Source: an optimization exercise on an open RTL-to-GDS flow (aim: a short achievable clock period and few clock cycles per item). Production flows keep margins and buffers that such runs may drop. Function was checked by simulation only, so behaviour that the tests miss may differ from the original. The clock cells of this run come from the design's own scripts or RTL, not from TritonCTS. The clock port is modelled as an ideal driver, which makes a skipped or thinned clock tree look cheaper than it is; a real chip needs a root buffer or a tree. Power and IR drop assume default switching activity.

==> flow/design.v <==
`default_nettype none
package sfsr_pkg;
    localparam int ID_W   = 16;
    localparam int BYTE_W = 8;
    localparam logic [BYTE_W-1:0] SYNC_A = 8'h55;
    localparam logic [BYTE_W-1:0] SYNC_B = 8'hAA;
endpackage
`default_nettype wire
`default_nettype none
module serial_frame_sender_with_resend_unit #(
    parameter int SLOTS       = 16,
    parameter int MAX_PAYLOAD = 15
) (
    input  wire               i_clk,
    input  wire               i_rst_n,
    input  wire               i_in_valid,
    output logic              o_in_ready,
    input  wire               i_req_type,
    input  wire  [sfsr_pkg::BYTE_W-1:0] i_data_byte,
    input  wire               i_last_byte,
    input  wire  [sfsr_pkg::ID_W-1:0]   i_resend_id,
    output logic              o_out_valid,
    input  wire               i_out_ready,
    output logic [sfsr_pkg::BYTE_W-1:0] o_out_byte,
    output logic              o_frame_end,
    output logic              o_error
);
    localparam int P_START = 0;
    localparam int P_AA    = 1;
    localparam int P_HI    = 2;
    localparam int P_LO    = 3;
    localparam int P_BODY  = 4;
    localparam int P_CSUM  = 5;
    logic       r_in_ready;
    logic       r_h_valid, r_h_type, r_h_last;
    logic [7:0] r_h_data;
    logic [15:0] r_h_rid;    
    logic [15:0] r_h_rsel;   
    logic       r_s_valid, r_s_type, r_s_last;
    logic [7:0] r_s_data;
    logic [15:0] r_s_rid;
    logic [5:0]   r_ph;
    logic         r_in_packet;
    logic [15:0]  r_id;
    logic [7:0]   r_sum;
    logic [3:0]   r_cnt;
    logic [15:0]  r_cnt_oh;  
    logic         r_rs;      
    logic         r_rb_ld;   
    logic [3:0]   r_rem;
    logic [119:0] r_rbuf;
    logic [15:0][14:0][7:0] r_mem;
    logic [15:0][3:0]       r_len;
    logic [15:0]  r_valid;
    logic [15:0]  r_dst_oh;    
    logic [7:0]   r_idsum;     
    logic         r_h_ok;      
    logic [7:0]   r_add;       
    logic       r_o_valid;
    logic [9:0] r_o_data;    
    logic       r_k_valid;
    logic [9:0] r_k_data;
    logic       can;
    logic       emit, pop;
    logic [7:0] e_byte;
    logic       e_end, e_err;
    logic [5:0] ph_n;
    logic       we, sum_add, sum_init, cnt_inc, open_pkt, close_pkt, shift, set_rs;
    logic       full, src_ok;
    logic [7:0] body_byte;
    assign can       = !r_k_valid;
    assign full      = r_cnt_oh[15];
    assign src_ok    = r_h_ok;
    assign body_byte = r_ph[P_BODY] ? r_rbuf[7:0] : r_h_data;
    always_comb begin
        emit      = 1'b0;
        pop       = 1'b0;
        e_byte    = 8'h00;
        e_end     = 1'b0;
        e_err     = 1'b0;
        ph_n      = r_ph;
        we        = 1'b0;
        sum_add   = 1'b0;
        sum_init  = 1'b0;
        cnt_inc   = 1'b0;
        open_pkt  = 1'b0;
        close_pkt = 1'b0;
        shift     = 1'b0;
        set_rs    = 1'b0;
        if (can) begin
            if (r_ph[P_START]) begin
                if (r_h_valid) begin
                    emit = 1'b1;
                    if (!r_h_type) begin
                        if (!r_in_packet) begin
                            e_byte = sfsr_pkg::SYNC_A;
                            ph_n   = 6'b000010;
                        end else begin
                            if (full) begin
                                e_err = 1'b1;
                            end else begin
                                e_byte  = r_h_data;
                                we      = 1'b1;
                                sum_add = 1'b1;
                                cnt_inc = 1'b1;
                            end
                            pop = 1'b1;
                            if (r_h_last) ph_n = 6'b100000;
                        end
                    end else begin
                        pop = 1'b1;
                        if (r_in_packet || !src_ok) begin
                            e_err = 1'b1;
                        end else begin
                            set_rs = 1'b1;
                            e_byte = sfsr_pkg::SYNC_A;
                            ph_n   = 6'b000010;
                        end
                    end
                end
            end
            if (r_ph[P_AA]) begin
                emit   = 1'b1;
                e_byte = sfsr_pkg::SYNC_B;
                ph_n   = 6'b000100;
            end
            if (r_ph[P_HI]) begin
                emit   = 1'b1;
                e_byte = r_id[15:8];
                ph_n   = 6'b001000;
            end
            if (r_ph[P_LO]) begin
                emit     = 1'b1;
                e_byte   = r_id[7:0];
                sum_init = 1'b1;
                if (!r_rs) begin
                    open_pkt = 1'b1;
                    ph_n     = 6'b000001;
                end else begin
                    ph_n     = 6'b010000;
                end
            end
            if (r_ph[P_BODY]) begin
                emit    = 1'b1;
                e_byte  = r_rbuf[7:0];
                we      = 1'b1;
                sum_add = 1'b1;
                cnt_inc = 1'b1;
                shift   = 1'b1;
                if (r_rem == 4'd1) ph_n = 6'b100000;
            end
            if (r_ph[P_CSUM]) begin
                emit      = 1'b1;
                e_byte    = ~r_sum;
                e_end     = 1'b1;
                close_pkt = 1'b1;
                ph_n      = 6'b000001;
            end
        end
    end
    logic push, h_load, s_valid_n;
    logic [15:0] in_rid;
    assign in_rid    = 16'd1 << i_resend_id[3:0];
    assign push      = i_in_valid && r_in_ready;
    assign h_load    = !r_h_valid || pop;
    assign s_valid_n = r_s_valid ? !h_load : (push && !h_load);
    always_ff @(posedge i_clk) begin
        if (h_load) begin
            r_h_type <= r_s_valid ? r_s_type : i_req_type;
            r_h_data <= r_s_valid ? r_s_data : i_data_byte;
            r_h_last <= r_s_valid ? r_s_last : i_last_byte;
            r_h_rid  <= r_s_valid ? r_s_rid  : in_rid;
            r_h_rsel <= r_s_valid ? (r_s_type ? r_s_rid : 16'd0)
                                  : (i_req_type ? in_rid : 16'd0);
        end
        if (!r_s_valid) begin
            r_s_type <= i_req_type;
            r_s_data <= i_data_byte;
            r_s_last <= i_last_byte;
            r_s_rid  <= in_rid;
        end
    end
    logic [15:0] valid_n;
    logic        ok_s, ok_i, ok_h;
    assign valid_n = r_ph[P_CSUM] ? (r_valid | r_dst_oh) : r_valid;
    assign ok_s    = |(valid_n & r_s_rid);
    assign ok_i    = |(valid_n & in_rid);
    assign ok_h    = |(valid_n & r_h_rid);
    logic [7:0] h_data_n;
    logic [7:0] rb_byte_n;
    assign h_data_n  = h_load ? (r_s_valid ? r_s_data : i_data_byte) : r_h_data;
    assign rb_byte_n = shift ? r_rbuf[15:8] : r_rbuf[7:0];
    always_ff @(posedge i_clk) begin
        if (!i_rst_n) r_h_ok <= 1'b0;
        else          r_h_ok <= h_load ? (r_s_valid ? ok_s : ok_i) : ok_h;
        r_add <= (r_ph[P_BODY] || (r_ph[P_LO] && r_rs)) ? rb_byte_n : h_data_n;
    end
    always_ff @(posedge i_clk) begin
        if (!i_rst_n) begin
            r_h_valid  <= 1'b0;
            r_s_valid  <= 1'b0;
            r_in_ready <= 1'b1;
        end else begin
            if (h_load) r_h_valid <= r_s_valid || push;
            r_s_valid  <= s_valid_n;
            r_in_ready <= !s_valid_n;
        end
    end
    always_ff @(posedge i_clk) begin
        if (!i_rst_n) begin
            r_ph        <= 6'b000001;
            r_in_packet <= 1'b0;
            r_id        <= '0;
            r_valid     <= '0;
            r_dst_oh    <= 16'd1;
        end else begin
            r_ph <= ph_n;
            if (open_pkt)  r_in_packet <= 1'b1;
            if (close_pkt) begin
                r_in_packet  <= 1'b0;
                r_id         <= r_id + 16'd1;
                r_valid      <= r_valid | r_dst_oh;
                r_dst_oh     <= {r_dst_oh[14:0], r_dst_oh[15]};
            end
        end
    end
    logic [119:0] slot_rd;
    logic [3:0]   len_rd;
    always_comb begin
        slot_rd = '0;
        len_rd  = '0;
        for (int k = 0; k < 16; k++) begin
            slot_rd[63:0]   = slot_rd[63:0]   | (r_mem[k][7:0]  & {64{r_h_rsel[k]}});
            slot_rd[119:64] = slot_rd[119:64] | (r_mem[k][14:8] & {56{r_h_rid[k]}});
            len_rd  = len_rd  | (r_len[k] & {4{r_h_rid[k]}});
        end
    end
    always_ff @(posedge i_clk) begin
        r_idsum <= r_id[15:8] + r_id[7:0];
        if (sum_init) r_sum <= r_idsum;
        else if (sum_add) r_sum <= r_sum + r_add;
        if (sum_init) begin
            r_cnt    <= 4'd0;
            r_cnt_oh <= 16'd1;
        end else if (cnt_inc) begin
            r_cnt    <= r_cnt + 4'd1;
            r_cnt_oh <= {r_cnt_oh[14:0], 1'b0};
        end
        if (r_ph[P_START]) r_rs <= set_rs;
        r_rb_ld <= ph_n[P_START];
        if (r_rb_ld) begin
            r_rbuf <= slot_rd;
            r_rem  <= len_rd;
        end else if (shift) begin
            r_rbuf <= {8'h00, r_rbuf[119:8]};
            r_rem  <= r_rem - 4'd1;
        end
        for (int k = 0; k < 16; k++) begin
            if (close_pkt && r_dst_oh[k]) r_len[k] <= r_cnt;
        end
    end
    logic [15:0] r_w_slot;    
    logic [14:0] r_w_idx;
    logic [7:0]  r_w_data;
    always_ff @(posedge i_clk) begin
        if (!i_rst_n) r_w_slot <= '0;
        else          r_w_slot <= we ? r_dst_oh : 16'd0;
        r_w_idx  <= r_cnt_oh[14:0];
        r_w_data <= body_byte;
    end
    for (genvar s = 0; s < 16; s++) begin : g_slot
        for (genvar b = 0; b < 15; b++) begin : g_byte
            always_ff @(posedge i_clk) begin
                if (r_w_slot[s] && r_w_idx[b]) r_mem[s][b] <= r_w_data;
            end
        end
    end
    logic       o_load;
    logic [9:0] e_data;
    assign o_load = !r_o_valid || i_out_ready;
    assign e_data = {e_byte, e_end, e_err};
    always_ff @(posedge i_clk) begin
        if (o_load) r_o_data <= r_k_valid ? r_k_data : e_data;
        if (!r_k_valid) r_k_data <= e_data;
    end
    always_ff @(posedge i_clk) begin
        if (!i_rst_n) begin
            r_o_valid <= 1'b0;
            r_k_valid <= 1'b0;
        end else begin
            if (o_load) begin
                r_o_valid <= r_k_valid || emit;
                r_k_valid <= 1'b0;
            end else if (emit) begin
                r_k_valid <= 1'b1;
            end
        end
    end
    assign o_in_ready  = r_in_ready;
    assign o_out_valid = r_o_valid;
    assign o_out_byte  = r_o_data[9:2];
    assign o_frame_end = r_o_data[1];
    assign o_error     = r_o_data[0];
endmodule
`default_nettype wire
==> flow/flow/run.sh <==
#!/bin/bash
# Own flow: the standard ORFS flow (standard.sh), except that
#  - the clock tree is built by flow/mcts_hook.tcl (a PRE_CTS hook) instead of
#    TritonCTS, and
#  - antenna repair runs with a ratio margin (flow/ant_hook.tcl) and up to 10
#    repair passes after detailed routing.
# make's full output goes to make_finish.log; ORFS writes each step's log
# under orfs/logs.
set -euo pipefail
W=$(pwd)
export PRE_CTS_TCL="$W/flow/mcts_hook.tcl"
export PRE_GLOBAL_ROUTE_TCL="$W/flow/ant_hook.tcl"
export PRE_DETAIL_ROUTE_TCL="$W/flow/ant_hook.tcl"
export MAX_REPAIR_ANTENNAS_ITER_DRT=10
bash standard.sh finish > "$W/make_finish.log" 2>&1
==> flow/flow/ant_hook.tcl <==
# PRE_GLOBAL_ROUTE / PRE_DETAIL_ROUTE hook: make every repair_antennas call of
# the stock scripts fix antennas with a 20% ratio margin, so that no net is
# left just over the limit after the last detailed-route pass.
if { [info commands orfs_repair_antennas] eq "" } {
  rename repair_antennas orfs_repair_antennas
  proc repair_antennas { args } {
    return [orfs_repair_antennas {*}$args -ratio_margin 20]
  }
}
==> flow/flow/mcts_hook.tcl <==
# PRE_CTS hook: builds a two-level clock tree by hand, then turns the
# stock clock_tree_synthesis call of cts.tcl into a no-op.
#   i_clk -> 4 root clkbuf_16 (one per quarter of the leaves)
#         -> one clkbuf_16 per group of at most 26 flip-flops -> flip-flops
#  (groups: recursive bisection of the flip-flops into ceil(n/26) groups)
# manual two-level clock tree: port -> NROOT root clkbuf_16 -> leaf clkbuf_16 per group -> flops
proc mcts_build { unused nroot maxper {leafm sky130_fd_sc_hd__clkbuf_16} } {
  set db [ord::get_db]
  set block [ord::get_db_block]
  set m [$db findMaster sky130_fd_sc_hd__clkbuf_16]
  set clk [$block findNet i_clk]
  set die [$block getDieArea]
  set x0 [$die xMin]; set y0 [$die yMin]; set x1 [$die xMax]; set y1 [$die yMax]
  set sinks {}
  foreach it [$clk getITerms] {
    set inst [$it getInst]
    lassign [$inst getLocation] x y
    lappend sinks [list $it $x $y]
  }
  puts "MCTS sinks [llength $sinks]"
  # k-way recursive bisection of the sinks into ceil(n/maxper) groups
  set k [expr {int(ceil(double([llength $sinks]) / $maxper))}]
  set groups {}
  set todo [list [list $k $sinks]]
  while {[llength $todo]} {
    lassign [lindex $todo 0] gk g
    set todo [lrange $todo 1 end]
    if {$gk <= 1} { lappend groups $g; continue }
    set xs [lmap s $g {lindex $s 1}]; set ys [lmap s $g {lindex $s 2}]
    set dx [expr {[tcl::mathfunc::max {*}$xs] - [tcl::mathfunc::min {*}$xs]}]
    set dy [expr {[tcl::mathfunc::max {*}$ys] - [tcl::mathfunc::min {*}$ys]}]
    set idx [expr {$dx >= $dy ? 1 : 2}]
    set g [lsort -integer -index $idx $g]
    set k1 [expr {$gk / 2}]
    set n1 [expr {int(round(double([llength $g]) * $k1 / $gk))}]
    lappend todo [list $k1 [lrange $g 0 [expr {$n1-1}]]] [list [expr {$gk-$k1}] [lrange $g $n1 end]]
  }
  puts "MCTS leaves [llength $groups]"
  # leaf buffers
  set leaves {}
  set i 0
  foreach g $groups {
    set sx 0; set sy 0
    foreach s $g { incr sx [lindex $s 1]; incr sy [lindex $s 2] }
    set cx [expr {$sx / [llength $g]}]; set cy [expr {$sy / [llength $g]}]
    set b [odb::dbInst_create $block [$db findMaster $leafm] "mcts_leaf_$i"]
    $b setLocation $cx $cy
    $b setPlacementStatus PLACED
    set n [odb::dbNet_create $block "mcts_leafnet_$i"]
    $n setSigType CLOCK
    [$b findITerm X] connect $n
    foreach s $g { set it [lindex $s 0]; $it disconnect; $it connect $n }
    lappend leaves [list $b $cx $cy]
    incr i
  }
  # roots: split leaves into nroot groups by angle/quadrant (sort by x then by y)
  set xm [expr {($x0+$x1)/2}]; set ym [expr {($y0+$y1)/2}]
  set rg {}
  if {$nroot == 4} {
    set ls [lsort -integer -index 1 $leaves]
    set h [expr {[llength $ls]/2}]
    foreach half [list [lrange $ls 0 [expr {$h-1}]] [lrange $ls $h end]] {
      set hs [lsort -integer -index 2 $half]
      set hh [expr {[llength $hs]/2}]
      lappend rg [lrange $hs 0 [expr {$hh-1}]] [lrange $hs $hh end]
    }
  } else {
    set rg [list $leaves]
  }
  set j 0
  foreach g $rg {
    set sx 0; set sy 0
    foreach l $g { incr sx [lindex $l 1]; incr sy [lindex $l 2] }
    set cx [expr {$sx / [llength $g]}]; set cy [expr {$sy / [llength $g]}]
    set b [odb::dbInst_create $block $m "mcts_root_$j"]
    $b setLocation $cx $cy
    $b setPlacementStatus PLACED
    set n [odb::dbNet_create $block "mcts_rootnet_$j"]
    $n setSigType CLOCK
    [$b findITerm X] connect $n
    foreach l $g { [[lindex $l 0] findITerm A] connect $n }
    [$b findITerm A] connect $clk
    puts "MCTS root $j leaves [llength $g]"
    incr j
  }
}

mcts_build 8 4 26 sky130_fd_sc_hd__clkbuf_16
rename clock_tree_synthesis orfs_clock_tree_synthesis
proc clock_tree_synthesis { args } {
  puts "clock tree built by mcts_hook.tcl; stock clock_tree_synthesis skipped"
  # as clock_tree_synthesis does, time the clock through the built tree
  set_propagated_clock [all_clocks]
}
==> flow/standard.sh <==
#!/bin/bash
# synth_recipe.tcl (not shown) runs the flow's synth.tcl, then flattens the netlist and writes it again
# the make line also repeats each setting of config.mk as NAME=value (left out here)
make -C /OpenROAD-flow-scripts/flow DESIGN_CONFIG=/design/flow/config.mk WORK_HOME=/design/flow/orfs CLKGATE_MAP_FILE= SYNTH_SCRIPT=/design/flow/synth_recipe.tcl "${@:-finish}"
==> flow/config.mk <==
export PLATFORM = sky130hd
export DESIGN_NAME = serial_frame_sender_with_resend_unit
export DESIGN_NICKNAME = serial_frame_sender_with_resend_unit
export VERILOG_FILES = /design/flow/design.v
export SDC_FILE = /design/flow/constraint.sdc
export NUM_CORES = 4
export LEC_CHECK = 0
export ABC_CLOCK_PERIOD_IN_PS = 2000
export CAP_MARGIN = 20
export CORE_MARGIN = 2
export CORE_UTILIZATION = 45
export SETUP_SLACK_MARGIN = 3.3
export SLEW_MARGIN = 20
export TNS_END_PERCENT = 100
==> flow/constraint.sdc <==
create_clock -name core_clock -period 5.5 [get_ports {i_clk}]
set_input_delay 1.1000 -clock core_clock [delete_from_list [all_inputs] [get_ports {i_clk}]]
set_output_delay 1.1000 -clock core_clock [all_outputs]
set_load 0.01 [all_outputs]
==> summary.txt <==
Core Region: 190000 sq um
required time of the critical path: 5730 ps
maxcap violations: 0
Setup CP Type: flip-flop to flip-flop
Hold/Removal Path Class: flip-flop to flip-flop
Worst path slowest cell: dfxtp_4
Synth Area in Adders: 0.308%
minimum clock period: 2290 ps
# DRC: 0
largest net degree at the start of global routing: 224
drt via density: 6.36
worst stage delay on the critical path: 710 ps
die area: 195000 sq um
io pins: 42
Die Height: 441 um
status: finished clean
first-pass GRT wire length: 334 mm
mux cell area share after synthesis: 0.397%
initial core utilization: 45.3%
Async SR Flop Fraction: 0%
sequential area share after synthesis: 79.6%
max_slew headroom: 18.2%
area delta synth->final: 6.99%
Synth Area in Compound Gates: 12.0%
Worst Hold Depth: 0
simple-gate share of the synthesized area: 5.76%
hpwl dp: 123 mm
Cell Rows: 160
syn_area_per_cell: 16.9 sq um
drt pass-1 iters: 6
Setup TNS: 0 ps
f_max: 0.436 GHz
Routed Wire Length: 237 mm
Fillers: 15900
Warnings, synthesis: 1
Worst setup SP type: flip-flop
critical-path maximum fanout: 138
nets: 5011
clock edge transition at the registers on the reported setup and hold paths: 100 ps
Synth Area in XOR/XNOR: 0.275%
Clock Latency Late Sink: 610 ps
#FFs+latches synth: 2342
Setup crit end kind: flip-flop
PD cells: 354 nW/um^2
Tcrit/Tclk final: 41.7%
Iter 0 DRT Violations: 6867
critical path depth: 2
pins over their slew limit: 0
Distinct cells, synth: 69
number of global-route vias before repair: 45700
CP Cell Sequence: buf_12 -> a41oi_1
pre-CTS WS: 2180 ps
Finished Core Util: 48.4%
Post-CTS Hold Buffers: 0
Tot GR Track Use: 23.6%
Worst Path Buf+Inv: 1
ratio of cells with drive above 1 in the final layout: 6.35%
initial antenna violation count: 18
reg-to-reg slack, setup: 3210 ps
Port Buffer Count: 29
global route overflow: 0
per-cell routed wire length: 31.5 um
Fin. Hold Viols: 0
largest family of logic cells by synthesized area: compound AO/OA/AOI/OAI gates
Cells after Synth: 5080
RePlAce Congestion: 0.834
Worst EP arrival: 2520 ps
Worst-Margin Slew: 1230 ps
Max rail drop VDD: 0.311 mV
Cell Area, Synth: 86100 sq um
RSZ-0062 raised after global routing: true
Setup-failing EPs final: 0
Post-synth EDFFs: 2161
Leak: 0.0284 uW
Synthesized Nets: 5130
R2R depth: 2
Final ANT Viol Nets: 0
top_reg_cell synth: edfxtp_1
Die W: 441 um
clock skew: 30.0 ps
CP top delay family: flip-flops
setup ws final: 3210 ps
vias: 47900
==> path summary, 6_finish.rpt <==
kind               startpoint          to
setup / recovery      r_rb_ld  r_rbuf[52]
hold / removal    r_cnt_oh[9]  r_w_idx[9]
setup reg to reg      r_rb_ld  r_rbuf[52]
hold reg to reg   r_cnt_oh[9]  r_w_idx[9]
==> flip-flops by register name, indices dropped and copies added, names as in the netlist, 4 cells and up <==
register / cells
r_idsum: 8
r_k_data: 10
r_w_idx: 15
r_rem: 4
r_h_rsel: 16
r_ph: 6
r_h_rid: 16
r_s_rid: 16
r_mem: 1920
r_add: 8
r_w_data: 8
r_dst_oh: 16
r_sum: 8
r_cnt_oh: 16
r_s_data: 8
r_cnt: 4
r_o_data: 10
r_rbuf: 120
r_len: 64
r_w_slot: 16
r_h_data: 8
r_valid: 16
r_id: 16
==> routing by layer <==
metal	share of wire (%)	up-vias	global-route usage [%]
met5	0	-	0
met4	2.1	0	5.37
met3	8.4	276	2.39
met2	48	2428	38.9
met1	41	25000	34.0
li1	-	20200	-
==> logic make-up (layout without fill, tap and decap cells) <==
group | after synthesis | in the layout
other | 0 | 58
adders and majority gates | 20 | 20
muxes | 31 | 31
AOI/OAI and AO/OA | 1346 | 1346
and+or+nand+nor | 945 | 948
buffers and inverters | 369 | 245
xor gates and xnor gates | 27 | 27
DFF | 2342 | 2342
==> cell usage after synthesis, types with 3 or more instances <==
cell type / count / share of area, %
o22ai_1: 3 / 0.022
nor2_1: 232 / 1.0
a22oi_1: 628 / 5.5
buf_2: 56 / 0.33
a21oi_1: 143 / 0.83
nand4_1: 99 / 0.72
nand2b_1: 9 / 0.065
a21boi_0: 4 / 0.035
nor3_1: 8 / 0.047
or2_2: 3 / 0.022
buf_1: 67 / 0.29
dfxtp_1: 181 / 4.2
buf_4: 3 / 0.026
nor3_2: 3 / 0.035
edfxtp_1: 2161 / 75
or3_1: 6 / 0.044
nand2_1: 111 / 0.48
nor2b_1: 30 / 0.22
and2_1: 269 / 2.0
o21a_1: 28 / 0.24
a41oi_1: 30 / 0.31
a211oi_1: 5 / 0.044
and3_1: 48 / 0.35
mux2_2: 24 / 0.31
o21ai_0: 24 / 0.14
a21o_1: 22 / 0.19
xnor2_1: 18 / 0.18
a22o_1: 199 / 2.0
inv_1: 30 / 0.13
xor2_1: 9 / 0.092
a221oi_1: 207 / 2.1
mux2i_1: 6 / 0.070
o31ai_1: 22 / 0.19
ha_1: 18 / 0.26
o41ai_1: 4 / 0.041
clkbuf_1: 212 / 0.92
nand3_1: 116 / 0.67
a21boi_1: 3 / 0.026
a211o_1: 4 / 0.041
==> timing repair <==
item	CTS	global route
cloned	3	1
setup endpoints to repair	387	130
pin swaps	4	11
setup buffers	17	7
gates resized for setup	98	38
==> placed cells by master, fill, tap and decap left out, types with 13 or more instances in the layout <==
cell type  count
clkbuf_16     96
nor2b_1       28
a221oi_1     194
dfxtp_2       19
dfxtp_1      150
diode_2       58
a21oi_1      143
and3_1        44
and2_1       269
nor2_1       222
a221oi_2      13
nand4_1       99
buf_12        35
o31ai_1       22
a41oi_1       29
xnor2_1       18
nand2_1      111
a21o_1        22
ha_1          18
o21a_1        28
nand3_1      115
o21ai_0       23
a22oi_1      628
inv_1         30
buf_4         43
a22o_1       199
edfxtp_1    2161
mux2_2        24
buf_2         14
==> metrics by stage <==
stage                     total power (uW)  instance area (sq um)  instances  hold WS [ps]
after global placement               24800                  89100       7347           358
after CTS                            32600                  91800       7462           376
final                                32600                  92100       7528           377
after floorplan                      23100                  86100       5080           351
after global routing                 33500                  92000       7482           383
after detailed placement             24800                  89100       7347           362
==> power by group <==
group          switching, uW  internal, uW
clock                   5010          3050
combinational           2670          1040
sequential               417         20400
total                   8090         24500
==> final cells by class <==
class                   instances  area, sq um  area share (%)
flip-flops and latches       2342        68600            74.5
multi-input cells            2372        16300            17.7
well taps                    2511         3140            3.41
plain buffers                  95         2380            2.58
repair buffers                120         1420            1.54
diodes                         58          145           0.158
inverters                      30          113           0.122
Testbench counts, summed over its fixed seeds: cycles 41,490, items 41,474.

==> afterwards: timing with drivers on the ports <==
Ports are ideal in the flow. The routed layout listed here was re-timed in OpenROAD.
Step 1, drivers: a clkbuf_16 drives i_clk and a buf_2 each remaining input, both assumed.
Step 2 times the ports against the registers' clock, not the clock port: input delays grow and output delays shrink by t, the midpoint of the rising clock arrivals with the driver on.
a / b / c = ideal ports / drivers / drivers and shift; a / b = the first two.
shift t [ns]: 0.766
setup WS [ns]: 3.206 / 3.103 / 2.811
worst hold slack (ns): 0.377 / 0.377 / 0.377
worst register clock-pin slew, ns: 0.11 / 0.11
worst data-port slew with drivers (ns): 0.06
After both steps setup and hold are still met in this run. The setup slack of this run moves by -0.103 ns with the drivers and by -0.395 ns with both steps.
